Background: an optimization exercise with open tools, aiming at small area, a short achievable clock period and few clock cycles per item. Do not read the settings as production practice.
Only simulation tests tie the RTL to the original design; equivalence was not proved.
No activity file was given, so power comes from the tool's default toggle rates.

==> run C <==
==> flow/design.v (excerpt) <==
module binary_neighborhood_count_3x3 (
  input  logic        clk_i,
  input  logic        rst_ni,
  input  logic        in_valid_i,
  output logic        in_stall_o,
  input  logic        pixel_i,
  output logic        out_valid_o,
  input  logic        out_stall_i,
  output logic [3:0]  count_o,
  output logic [9:0]  row_o,
  output logic [9:0]  column_o,
  output logic        run_end_o,
  output logic        image_end_o,
  input  logic        cfg_valid_i,
  output logic        cfg_ready_o,
  input  logic [1:0]  cfg_index_i,
  input  logic [10:0] cfg_data_i
);
Settings: LEC_CHECK=0, CAP_MARGIN=20, CORE_MARGIN=2, CORE_UTILIZATION=60, CTS_CLUSTER_DIAMETER=100, CTS_CLUSTER_SIZE=25, PLACE_DENSITY=0.7, SETUP_SLACK_MARGIN=4.8, SLEW_MARGIN=20, TNS_END_PERCENT=10; clock period 7.0 ns.
run.sh (not shown) runs the stock make flow with config.mk's settings and CLKGATE_MAP_FILE= SYNTH_SCRIPT=/design/flow/synth_recipe.tcl, a recipe that flattens the netlist after the stock synthesis.
==> run E (differences from run C) <==
--- a/flow/design.v
+++ b/flow/design.v
@@ -106,24 +106,24 @@
       end
     end
   end
   logic [9:0] col_q, row_q, c_q, r_q;
   logic       re_q, lr_q;
   logic [7:0]  ghi_q, glo_q;
   logic       dirty1_q, dirty2_q;
   logic       cgt_q, cge_q, rgt_q, rge_q;
-  logic       in_ready_q, in_stall_q, accept;   
+  logic       in_stall_q, accept;
   logic       c0, r_ge1, r_ge2;            
   logic       c0_n, r_ge1_n, r_ge2_n;
   logic [9:0] c_adv, r_adv, c_n, r_n;
   logic       re_adv, lr_adv, re_n, lr_n;
   logic [9:0] c_idl, r_idl;
   logic       re_idl, lr_idl;
-  assign accept = in_valid_i && in_ready_q;
+  assign accept = in_valid_i && !in_stall_q;
   always_comb begin
     c_adv  = re_q ? 10'd0 : inc10(c_q);
     r_adv  = re_q ? (lr_q ? 10'd0 : inc10(r_q)) : r_q;
     re_adv = (c_adv == w_last_q);
     lr_adv = re_q ? (r_adv == h_last_q) : lr_q;
     if (dirty2_q) begin
       c_idl  = cgt_q ? w_last_q : col_q;
       r_idl  = rgt_q ? h_last_q : row_q;
@@ -152,46 +152,39 @@
     r_n  = accept ? r_adv  : r_idl;
     re_n = accept ? re_adv : re_idl;
     lr_n = accept ? lr_adv : lr_idl;
   end
   always_ff @(posedge clk_i or negedge rst_ni) begin
     if (!rst_ni) begin
       col_q    <= '0;
       row_q    <= '0;
-      c_q      <= '0;
-      r_q      <= '0;
-      re_q     <= 1'b0;
-      lr_q     <= 1'b0;
-      ghi_q    <= 8'd1;
-      glo_q    <= 8'd1;
-      c0       <= 1'b1;
-      r_ge1    <= 1'b0;
-      r_ge2    <= 1'b0;
-      dirty1_q <= 1'b0;
+      dirty1_q <= 1'b1;
       dirty2_q <= 1'b0;
     end else begin
       if (accept) begin
         col_q <= c_adv;
         row_q <= r_adv;
       end
-      c_q      <= c_n;
-      r_q      <= r_n;
-      re_q     <= re_n;
-      lr_q     <= lr_n;
-      ghi_q    <= onehot8(c_n[9:7]);
-      glo_q    <= onehot8(c_n[6:4]);
-      c0       <= c0_n;
-      r_ge1    <= r_ge1_n;
-      r_ge2    <= r_ge2_n;
       dirty1_q <= cfg_valid_i;
       dirty2_q <= dirty1_q;
     end
   end
   always_ff @(posedge clk_i) begin
+    c_q   <= c_n;
+    r_q   <= r_n;
+    re_q  <= re_n;
+    lr_q  <= lr_n;
+    ghi_q <= onehot8(c_n[9:7]);
+    c0    <= c0_n;
+    r_ge1 <= r_ge1_n;
+    r_ge2 <= r_ge2_n;
+    glo_q <= onehot8(c_n[6:4]);
+  end
+  always_ff @(posedge clk_i) begin
     cgt_q <= gt10(col_q, w_last_q);
     cge_q <= !gt10(w_last_q, col_q);
     rgt_q <= gt10(row_q, h_last_q);
     rge_q <= !gt10(h_last_q, row_q);
   end
   logic [3:0] phase_q;
   logic       ok_a, ok_i;
   logic       rd_up, rd_mid;
@@ -234,32 +227,32 @@
       live_q <= {col_new, old1};
     end
   end
   logic [3:0] pend_q, pick, pend_after, pend_pop;
   logic [2:0] bnd_q, bnq_q, bn, bold1_q, ba3_q, ba2_q;
   logic [1:0] bb3_q, bb2_q;
   logic [9:0] br_q, bc_q;
   logic       bimg_q, bsel_q, blr_q, brge1_q;
-  logic       emit, bfree_now, head_load, ov_q, ovn_q;
+  logic       emit, bfree_now, head_load, ov_q;
   logic [2:0] base;
   logic [1:0] addend;
   logic [3:0] res_count;
   logic [9:0] res_row, res_col;
   logic       res_run_end, res_img_end;
   logic [2:0] new_a3, new_a2;
   logic [1:0] new_b3, new_b2;
   localparam int QD = 8;
   logic [2:0] rp_q, wp_q;
   logic [3:0] qn_q;
   logic       seq_q;
   logic [2:0] en_q [QD];
   logic       ere_q[QD];
   logic       qne, pop, push_b, pushq;
-  assign head_load = ovn_q || !out_stall_i;
+  assign head_load = !ov_q || !out_stall_i;
   assign emit      = (pend_q != 4'd0) && head_load;
   assign bfree_now = (pend_q == 4'd0) || (((pend_q & (pend_q - 4'd1)) == 4'd0) && emit);
   assign bn        = bsel_q ? bnq_q : bnd_q;
   always_comb begin
     new_b3 = s3(old1);
     new_a3 = {1'b0, s3(old1)} + {1'b0, s3(old0)};
     new_b2 = s2(old1);
     new_a2 = {1'b0, s2(old1)} + {1'b0, s2(old0)};
@@ -366,21 +359,19 @@
       end
     end
   end
   logic [3:0]  oc_q;
   logic [9:0]  orow_q, ocol_q;
   logic        orun_q, oimg_q;
   always_ff @(posedge clk_i or negedge rst_ni) begin
     if (!rst_ni) begin
-      ov_q  <= 1'b0;
-      ovn_q <= 1'b1;
+      ov_q <= 1'b0;
     end else if (head_load) begin
-      ov_q  <= emit;
-      ovn_q <= !emit;
+      ov_q <= emit;
     end
   end
   always_ff @(posedge clk_i) begin
     if (emit) begin
       oc_q   <= res_count;
       orow_q <= res_row;
       ocol_q <= res_col;
       orun_q <= res_run_end;
@@ -403,19 +394,19 @@
     hr_a  = (re_q ? (!lr_q || h_last_q == 10'd0) : (r_ge1 || lr_q))
          && (!re_q || w_last_q == 10'd0);
     hr_i  = hasres(r_q, lr_q, c_q, re_q);    
     seq_a = (pend_new != 4'd0) && !re_q;
     for (int hl = 0; hl < 2; hl++) begin
       logic       em, bf, ovn;
       logic [3:0] p_i, p_a;
       logic [3:0] n_i, n_a;
-      em  = (pend_q != 4'd0) && ((hl == 1) || ovn_q);
+      em  = (pend_q != 4'd0) && ((hl == 1) || !ov_q);
       bf  = (pend_q == 4'd0) || (((pend_q & (pend_q - 4'd1)) == 4'd0) && em);
-      ovn = ((hl == 1) || ovn_q) ? em : 1'b1;
+      ovn = ((hl == 1) || !ov_q) ? em : 1'b1;
       if (bf && qne) begin
         p_i = pend_pop;
         n_i = qn_q - 4'd1;
         p_a = pend_pop;
         n_a = (pend_new != 4'd0) ? qn_q : qn_q - 4'd1;
       end else if (bf) begin
         p_i = em ? pend_after : pend_q;
         n_i = 4'd0;
@@ -429,21 +420,19 @@
       end
       st_a[hl] = !ok_a || (hr_a && !space(p_a, ovn, n_a, seq_a));
       st_i[hl] = !ok_i || (hr_i && !space(p_i, ovn, n_i, seq_q));
     end
     stall_n = accept ? st_a[!out_stall_i] : st_i[!out_stall_i];
   end
   always_ff @(posedge clk_i or negedge rst_ni) begin
     if (!rst_ni) begin
-      in_stall_q <= 1'b0;
-      in_ready_q <= 1'b1;
+      in_stall_q <= 1'b1;
     end else begin
       in_stall_q <= cfg_valid_i || dirty1_q || dirty2_q || stall_n;
-      in_ready_q <= !(cfg_valid_i || dirty1_q || dirty2_q || stall_n);
     end
   end
   assign in_stall_o  = in_stall_q;
   assign out_valid_o = ov_q;
   assign count_o     = oc_q;
   assign row_o       = orow_q;
   assign column_o    = ocol_q;
   assign run_end_o   = orun_q;
==> flow/config.mk (replaced) <==
export PLATFORM = sky130hd
export DESIGN_NAME = binary_neighborhood_count_3x3
export DESIGN_NICKNAME = binary_neighborhood_count_3x3
export VERILOG_FILES = /design/flow/design.v
export SDC_FILE = /design/flow/constraint.sdc
export NUM_CORES = 4
export LEC_CHECK = 0
export CAP_MARGIN = 20
export CORE_MARGIN = 2
export CORE_UTILIZATION = 50
export CTS_CLUSTER_DIAMETER = 100
export CTS_CLUSTER_SIZE = 25
export PLACE_DENSITY = 0.65
export SETUP_SLACK_MARGIN = 4.8
export SLEW_MARGIN = 20
export TNS_END_PERCENT = 10
==> run P (differences from run C) <==
--- a/flow/design.v
+++ b/flow/design.v
@@ -106,17 +106,17 @@
       end
     end
   end
   logic [9:0] col_q, row_q, c_q, r_q;
   logic       re_q, lr_q;
   logic [7:0]  ghi_q, glo_q;
   logic       dirty1_q, dirty2_q;
   logic       cgt_q, cge_q, rgt_q, rge_q;
-  logic       in_ready_q, in_stall_q, accept;   
+  logic       in_ready_q, accept;         
   logic       c0, r_ge1, r_ge2;            
   logic       c0_n, r_ge1_n, r_ge2_n;
   logic [9:0] c_adv, r_adv, c_n, r_n;
   logic       re_adv, lr_adv, re_n, lr_n;
   logic [9:0] c_idl, r_idl;
   logic       re_idl, lr_idl;
   assign accept = in_valid_i && in_ready_q;
   always_comb begin
@@ -152,46 +152,39 @@
     r_n  = accept ? r_adv  : r_idl;
     re_n = accept ? re_adv : re_idl;
     lr_n = accept ? lr_adv : lr_idl;
   end
   always_ff @(posedge clk_i or negedge rst_ni) begin
     if (!rst_ni) begin
       col_q    <= '0;
       row_q    <= '0;
-      c_q      <= '0;
-      r_q      <= '0;
-      re_q     <= 1'b0;
-      lr_q     <= 1'b0;
-      ghi_q    <= 8'd1;
-      glo_q    <= 8'd1;
-      c0       <= 1'b1;
-      r_ge1    <= 1'b0;
-      r_ge2    <= 1'b0;
-      dirty1_q <= 1'b0;
+      dirty1_q <= 1'b1;
       dirty2_q <= 1'b0;
     end else begin
       if (accept) begin
         col_q <= c_adv;
         row_q <= r_adv;
       end
-      c_q      <= c_n;
-      r_q      <= r_n;
-      re_q     <= re_n;
-      lr_q     <= lr_n;
-      ghi_q    <= onehot8(c_n[9:7]);
-      glo_q    <= onehot8(c_n[6:4]);
-      c0       <= c0_n;
-      r_ge1    <= r_ge1_n;
-      r_ge2    <= r_ge2_n;
       dirty1_q <= cfg_valid_i;
       dirty2_q <= dirty1_q;
     end
   end
   always_ff @(posedge clk_i) begin
+    c_q   <= c_n;
+    r_q   <= r_n;
+    re_q  <= re_n;
+    lr_q  <= lr_n;
+    ghi_q <= onehot8(c_n[9:7]);
+    c0    <= c0_n;
+    r_ge1 <= r_ge1_n;
+    r_ge2 <= r_ge2_n;
+    glo_q <= onehot8(c_n[6:4]);
+  end
+  always_ff @(posedge clk_i) begin
     cgt_q <= gt10(col_q, w_last_q);
     cge_q <= !gt10(w_last_q, col_q);
     rgt_q <= gt10(row_q, h_last_q);
     rge_q <= !gt10(h_last_q, row_q);
   end
   logic [3:0] phase_q;
   logic       ok_a, ok_i;
   logic       rd_up, rd_mid;
@@ -234,32 +227,32 @@
       live_q <= {col_new, old1};
     end
   end
   logic [3:0] pend_q, pick, pend_after, pend_pop;
   logic [2:0] bnd_q, bnq_q, bn, bold1_q, ba3_q, ba2_q;
   logic [1:0] bb3_q, bb2_q;
   logic [9:0] br_q, bc_q;
   logic       bimg_q, bsel_q, blr_q, brge1_q;
-  logic       emit, bfree_now, head_load, ov_q, ovn_q;
+  logic       emit, bfree_now, head_load, ov_q;
   logic [2:0] base;
   logic [1:0] addend;
   logic [3:0] res_count;
   logic [9:0] res_row, res_col;
   logic       res_run_end, res_img_end;
   logic [2:0] new_a3, new_a2;
   logic [1:0] new_b3, new_b2;
   localparam int QD = 8;
   logic [2:0] rp_q, wp_q;
   logic [3:0] qn_q;
   logic       seq_q;
   logic [2:0] en_q [QD];
   logic       ere_q[QD];
   logic       qne, pop, push_b, pushq;
-  assign head_load = ovn_q || !out_stall_i;
+  assign head_load = !ov_q || !out_stall_i;
   assign emit      = (pend_q != 4'd0) && head_load;
   assign bfree_now = (pend_q == 4'd0) || (((pend_q & (pend_q - 4'd1)) == 4'd0) && emit);
   assign bn        = bsel_q ? bnq_q : bnd_q;
   always_comb begin
     new_b3 = s3(old1);
     new_a3 = {1'b0, s3(old1)} + {1'b0, s3(old0)};
     new_b2 = s2(old1);
     new_a2 = {1'b0, s2(old1)} + {1'b0, s2(old0)};
@@ -366,21 +359,19 @@
       end
     end
   end
   logic [3:0]  oc_q;
   logic [9:0]  orow_q, ocol_q;
   logic        orun_q, oimg_q;
   always_ff @(posedge clk_i or negedge rst_ni) begin
     if (!rst_ni) begin
-      ov_q  <= 1'b0;
-      ovn_q <= 1'b1;
+      ov_q <= 1'b0;
     end else if (head_load) begin
-      ov_q  <= emit;
-      ovn_q <= !emit;
+      ov_q <= emit;
     end
   end
   always_ff @(posedge clk_i) begin
     if (emit) begin
       oc_q   <= res_count;
       orow_q <= res_row;
       ocol_q <= res_col;
       orun_q <= res_run_end;
@@ -403,19 +394,19 @@
     hr_a  = (re_q ? (!lr_q || h_last_q == 10'd0) : (r_ge1 || lr_q))
          && (!re_q || w_last_q == 10'd0);
     hr_i  = hasres(r_q, lr_q, c_q, re_q);    
     seq_a = (pend_new != 4'd0) && !re_q;
     for (int hl = 0; hl < 2; hl++) begin
       logic       em, bf, ovn;
       logic [3:0] p_i, p_a;
       logic [3:0] n_i, n_a;
-      em  = (pend_q != 4'd0) && ((hl == 1) || ovn_q);
+      em  = (pend_q != 4'd0) && ((hl == 1) || !ov_q);
       bf  = (pend_q == 4'd0) || (((pend_q & (pend_q - 4'd1)) == 4'd0) && em);
-      ovn = ((hl == 1) || ovn_q) ? em : 1'b1;
+      ovn = ((hl == 1) || !ov_q) ? em : 1'b1;
       if (bf && qne) begin
         p_i = pend_pop;
         n_i = qn_q - 4'd1;
         p_a = pend_pop;
         n_a = (pend_new != 4'd0) ? qn_q : qn_q - 4'd1;
       end else if (bf) begin
         p_i = em ? pend_after : pend_q;
         n_i = 4'd0;
@@ -429,23 +420,21 @@
       end
       st_a[hl] = !ok_a || (hr_a && !space(p_a, ovn, n_a, seq_a));
       st_i[hl] = !ok_i || (hr_i && !space(p_i, ovn, n_i, seq_q));
     end
     stall_n = accept ? st_a[!out_stall_i] : st_i[!out_stall_i];
   end
   always_ff @(posedge clk_i or negedge rst_ni) begin
     if (!rst_ni) begin
-      in_stall_q <= 1'b0;
-      in_ready_q <= 1'b1;
+      in_ready_q <= 1'b0;
     end else begin
-      in_stall_q <= cfg_valid_i || dirty1_q || dirty2_q || stall_n;
       in_ready_q <= !(cfg_valid_i || dirty1_q || dirty2_q || stall_n);
     end
   end
-  assign in_stall_o  = in_stall_q;
+  assign in_stall_o  = !in_ready_q;
   assign out_valid_o = ov_q;
   assign count_o     = oc_q;
   assign row_o       = orow_q;
   assign column_o    = ocol_q;
   assign run_end_o   = orun_q;
   assign image_end_o = oimg_q;
 endmodule
--- a/flow/config.mk
+++ b/flow/config.mk
@@ -6,11 +6,11 @@
 export NUM_CORES = 4
 export LEC_CHECK = 0
 export CAP_MARGIN = 20
 export CORE_MARGIN = 2
 export CORE_UTILIZATION = 60
 export CTS_CLUSTER_DIAMETER = 100
 export CTS_CLUSTER_SIZE = 25
 export PLACE_DENSITY = 0.7
-export SETUP_SLACK_MARGIN = 4.8
+export SETUP_SLACK_MARGIN = 5.0
 export SLEW_MARGIN = 20
 export TNS_END_PERCENT = 10
==> run B (differences from run C) <==
--- a/flow/design.v
+++ b/flow/design.v
@@ -106,24 +106,24 @@
       end
     end
   end
   logic [9:0] col_q, row_q, c_q, r_q;
   logic       re_q, lr_q;
   logic [7:0]  ghi_q, glo_q;
   logic       dirty1_q, dirty2_q;
   logic       cgt_q, cge_q, rgt_q, rge_q;
-  logic       in_ready_q, in_stall_q, accept;   
+  logic       in_stall_q, accept;
   logic       c0, r_ge1, r_ge2;            
   logic       c0_n, r_ge1_n, r_ge2_n;
   logic [9:0] c_adv, r_adv, c_n, r_n;
   logic       re_adv, lr_adv, re_n, lr_n;
   logic [9:0] c_idl, r_idl;
   logic       re_idl, lr_idl;
-  assign accept = in_valid_i && in_ready_q;
+  assign accept = in_valid_i && !in_stall_q;
   always_comb begin
     c_adv  = re_q ? 10'd0 : inc10(c_q);
     r_adv  = re_q ? (lr_q ? 10'd0 : inc10(r_q)) : r_q;
     re_adv = (c_adv == w_last_q);
     lr_adv = re_q ? (r_adv == h_last_q) : lr_q;
     if (dirty2_q) begin
       c_idl  = cgt_q ? w_last_q : col_q;
       r_idl  = rgt_q ? h_last_q : row_q;
@@ -152,46 +152,39 @@
     r_n  = accept ? r_adv  : r_idl;
     re_n = accept ? re_adv : re_idl;
     lr_n = accept ? lr_adv : lr_idl;
   end
   always_ff @(posedge clk_i or negedge rst_ni) begin
     if (!rst_ni) begin
       col_q    <= '0;
       row_q    <= '0;
-      c_q      <= '0;
-      r_q      <= '0;
-      re_q     <= 1'b0;
-      lr_q     <= 1'b0;
-      ghi_q    <= 8'd1;
-      glo_q    <= 8'd1;
-      c0       <= 1'b1;
-      r_ge1    <= 1'b0;
-      r_ge2    <= 1'b0;
-      dirty1_q <= 1'b0;
+      dirty1_q <= 1'b1;
       dirty2_q <= 1'b0;
     end else begin
       if (accept) begin
         col_q <= c_adv;
         row_q <= r_adv;
       end
-      c_q      <= c_n;
-      r_q      <= r_n;
-      re_q     <= re_n;
-      lr_q     <= lr_n;
-      ghi_q    <= onehot8(c_n[9:7]);
-      glo_q    <= onehot8(c_n[6:4]);
-      c0       <= c0_n;
-      r_ge1    <= r_ge1_n;
-      r_ge2    <= r_ge2_n;
       dirty1_q <= cfg_valid_i;
       dirty2_q <= dirty1_q;
     end
   end
   always_ff @(posedge clk_i) begin
+    c_q   <= c_n;
+    r_q   <= r_n;
+    re_q  <= re_n;
+    lr_q  <= lr_n;
+    ghi_q <= onehot8(c_n[9:7]);
+    c0    <= c0_n;
+    r_ge1 <= r_ge1_n;
+    r_ge2 <= r_ge2_n;
+    glo_q <= onehot8(c_n[6:4]);
+  end
+  always_ff @(posedge clk_i) begin
     cgt_q <= gt10(col_q, w_last_q);
     cge_q <= !gt10(w_last_q, col_q);
     rgt_q <= gt10(row_q, h_last_q);
     rge_q <= !gt10(h_last_q, row_q);
   end
   logic [3:0] phase_q;
   logic       ok_a, ok_i;
   logic       rd_up, rd_mid;
@@ -234,32 +227,32 @@
       live_q <= {col_new, old1};
     end
   end
   logic [3:0] pend_q, pick, pend_after, pend_pop;
   logic [2:0] bnd_q, bnq_q, bn, bold1_q, ba3_q, ba2_q;
   logic [1:0] bb3_q, bb2_q;
   logic [9:0] br_q, bc_q;
   logic       bimg_q, bsel_q, blr_q, brge1_q;
-  logic       emit, bfree_now, head_load, ov_q, ovn_q;
+  logic       emit, bfree_now, head_load, ov_q;
   logic [2:0] base;
   logic [1:0] addend;
   logic [3:0] res_count;
   logic [9:0] res_row, res_col;
   logic       res_run_end, res_img_end;
   logic [2:0] new_a3, new_a2;
   logic [1:0] new_b3, new_b2;
   localparam int QD = 8;
   logic [2:0] rp_q, wp_q;
   logic [3:0] qn_q;
   logic       seq_q;
   logic [2:0] en_q [QD];
   logic       ere_q[QD];
   logic       qne, pop, push_b, pushq;
-  assign head_load = ovn_q || !out_stall_i;
+  assign head_load = !ov_q || !out_stall_i;
   assign emit      = (pend_q != 4'd0) && head_load;
   assign bfree_now = (pend_q == 4'd0) || (((pend_q & (pend_q - 4'd1)) == 4'd0) && emit);
   assign bn        = bsel_q ? bnq_q : bnd_q;
   always_comb begin
     new_b3 = s3(old1);
     new_a3 = {1'b0, s3(old1)} + {1'b0, s3(old0)};
     new_b2 = s2(old1);
     new_a2 = {1'b0, s2(old1)} + {1'b0, s2(old0)};
@@ -366,21 +359,19 @@
       end
     end
   end
   logic [3:0]  oc_q;
   logic [9:0]  orow_q, ocol_q;
   logic        orun_q, oimg_q;
   always_ff @(posedge clk_i or negedge rst_ni) begin
     if (!rst_ni) begin
-      ov_q  <= 1'b0;
-      ovn_q <= 1'b1;
+      ov_q <= 1'b0;
     end else if (head_load) begin
-      ov_q  <= emit;
-      ovn_q <= !emit;
+      ov_q <= emit;
     end
   end
   always_ff @(posedge clk_i) begin
     if (emit) begin
       oc_q   <= res_count;
       orow_q <= res_row;
       ocol_q <= res_col;
       orun_q <= res_run_end;
@@ -403,19 +394,19 @@
     hr_a  = (re_q ? (!lr_q || h_last_q == 10'd0) : (r_ge1 || lr_q))
          && (!re_q || w_last_q == 10'd0);
     hr_i  = hasres(r_q, lr_q, c_q, re_q);    
     seq_a = (pend_new != 4'd0) && !re_q;
     for (int hl = 0; hl < 2; hl++) begin
       logic       em, bf, ovn;
       logic [3:0] p_i, p_a;
       logic [3:0] n_i, n_a;
-      em  = (pend_q != 4'd0) && ((hl == 1) || ovn_q);
+      em  = (pend_q != 4'd0) && ((hl == 1) || !ov_q);
       bf  = (pend_q == 4'd0) || (((pend_q & (pend_q - 4'd1)) == 4'd0) && em);
-      ovn = ((hl == 1) || ovn_q) ? em : 1'b1;
+      ovn = ((hl == 1) || !ov_q) ? em : 1'b1;
       if (bf && qne) begin
         p_i = pend_pop;
         n_i = qn_q - 4'd1;
         p_a = pend_pop;
         n_a = (pend_new != 4'd0) ? qn_q : qn_q - 4'd1;
       end else if (bf) begin
         p_i = em ? pend_after : pend_q;
         n_i = 4'd0;
@@ -429,21 +420,19 @@
       end
       st_a[hl] = !ok_a || (hr_a && !space(p_a, ovn, n_a, seq_a));
       st_i[hl] = !ok_i || (hr_i && !space(p_i, ovn, n_i, seq_q));
     end
     stall_n = accept ? st_a[!out_stall_i] : st_i[!out_stall_i];
   end
   always_ff @(posedge clk_i or negedge rst_ni) begin
     if (!rst_ni) begin
-      in_stall_q <= 1'b0;
-      in_ready_q <= 1'b1;
+      in_stall_q <= 1'b1;
     end else begin
       in_stall_q <= cfg_valid_i || dirty1_q || dirty2_q || stall_n;
-      in_ready_q <= !(cfg_valid_i || dirty1_q || dirty2_q || stall_n);
     end
   end
   assign in_stall_o  = in_stall_q;
   assign out_valid_o = ov_q;
   assign count_o     = oc_q;
   assign row_o       = orow_q;
   assign column_o    = ocol_q;
   assign run_end_o   = orun_q;
==> flow/config.mk (replaced) <==
export PLATFORM = sky130hd
export DESIGN_NAME = binary_neighborhood_count_3x3
export DESIGN_NICKNAME = binary_neighborhood_count_3x3
export VERILOG_FILES = /design/flow/design.v
export SDC_FILE = /design/flow/constraint.sdc
export NUM_CORES = 4
export LEC_CHECK = 0
export CAP_MARGIN = 20
export CORE_MARGIN = 2
export CORE_UTILIZATION = 70
export CTS_CLUSTER_DIAMETER = 100
export CTS_CLUSTER_SIZE = 25
export PLACE_DENSITY = 0.8
export SETUP_SLACK_MARGIN = 4.8
export SLEW_MARGIN = 20
export TNS_END_PERCENT = 10
==> qor summary <==
|  | run P | run C | run E | run B |
|---|---|---|---|---|
| Status | complete, no violations | complete, no violations | complete, no violations | complete, no violations |
| Clock network power share | 0.272 | 0.272 | 0.276 | 0.280 |
| Global-route wire length before repair | 128 mm | 133 mm | 127 mm | 156 mm |
| Overall routing resource usage | 0.173 | 0.179 | 0.142 | 0.251 |
| Detailed-routed wire length on met3 | 3.47 mm | 3.55 mm | 2.85 mm | 3.90 mm |
| Average size of a mapped cell | 15.6 sq um | 15.6 sq um | 15.5 sq um | 15.5 sq um |
| Power in the clock group | 6280 uW | 6270 uW | 6250 uW | 6520 uW |
| Syn-to-layout area delta | 11.0% | 11.5% | 9.74% | 9.68% |
| Internal cell power | 17400 uW | 17500 uW | 17100 uW | 17400 uW |
| Number of filler cells placed in the layout | 6191 | 6288 | 8704 | 4085 |
| Multi-input gate count | 1142 | 1149 | 1163 | 1161 |
| Area share of xor/xnor cells in the synthesized design | 0.0101 | 0.0100 | 0.0101 | 0.0101 |
| M3 GR Usage | 0.0278 | 0.0279 | 0.0216 | 0.0321 |
| Maximum fanout along the worst path | 2 | 23 | 2 | 5 |
| Stages on worst setup path | 1 | 10 | 1 | 6 |
| Multiplexer share of the synthesized area | 0.0357 | 0.0358 | 0.0339 | 0.0339 |
| Count of instances resized after the clock tree is built | 172 | 241 | 98 | 121 |
| Crit path to | out_valid_o | in_stall_q | in_stall_o | in_stall_q |
| Crit path time final | 2.73 ns | 2.70 ns | 2.79 ns | 2.78 ns |
Testbench counts of run C, summed over its fixed seeds: cycles 279,125, items 253,450.
Testbench counts of run E, summed over its fixed seeds: cycles 279,125, items 253,450.
Testbench counts of run P, summed over its fixed seeds: cycles 279,125, items 253,450.
Testbench counts of run B, summed over its fixed seeds: cycles 279,125, items 253,450.

==> what the ideal ports hide <==
The flow's constraints put no driver on any port. The routed layouts listed below were extracted and timed again, unchanged, in two steps.
Step 1 sets driving cells, clkbuf_16 on the clock port and buf_2 on the other inputs (assumed; they add their load-dependent delay and slew).
Step 2 adds t to the input delays and takes it off the output delays; t is the mean of the earliest and latest rising clock arrival at the registers after step 1. Input paths then give back, and output paths get back, about the clock's delay inside the block.
a / b / c = ideal / step 1 / step 2; a / b = the first two.
| run | t (ns) | setup WS [ns] | worst setup path after step 2 | latest minus earliest clock arrival (ns) | pins driven straight from the clock port |
|---|---|---|---|---|---|
| run C | 0.746 | 4.297 / 4.297 / 3.738 | input to register | 0.052 / 0.052 | 1 |
| run E | 0.762 | 4.211 / 4.143 / 3.511 | input to register | 0.039 / 0.039 | 1 |
| run P | 0.752 | 4.269 / 4.201 / 3.717 | input to register | 0.035 / 0.035 | 1 |
| run B | 0.758 | 4.219 / 4.150 / 3.503 | input to register | 0.035 / 0.035 | 1 |
After both steps setup and hold are still met in every run listed. For run B, which loses most, drivers alone change the setup slack by -0.069 ns; drivers and shift together by -0.716 ns.
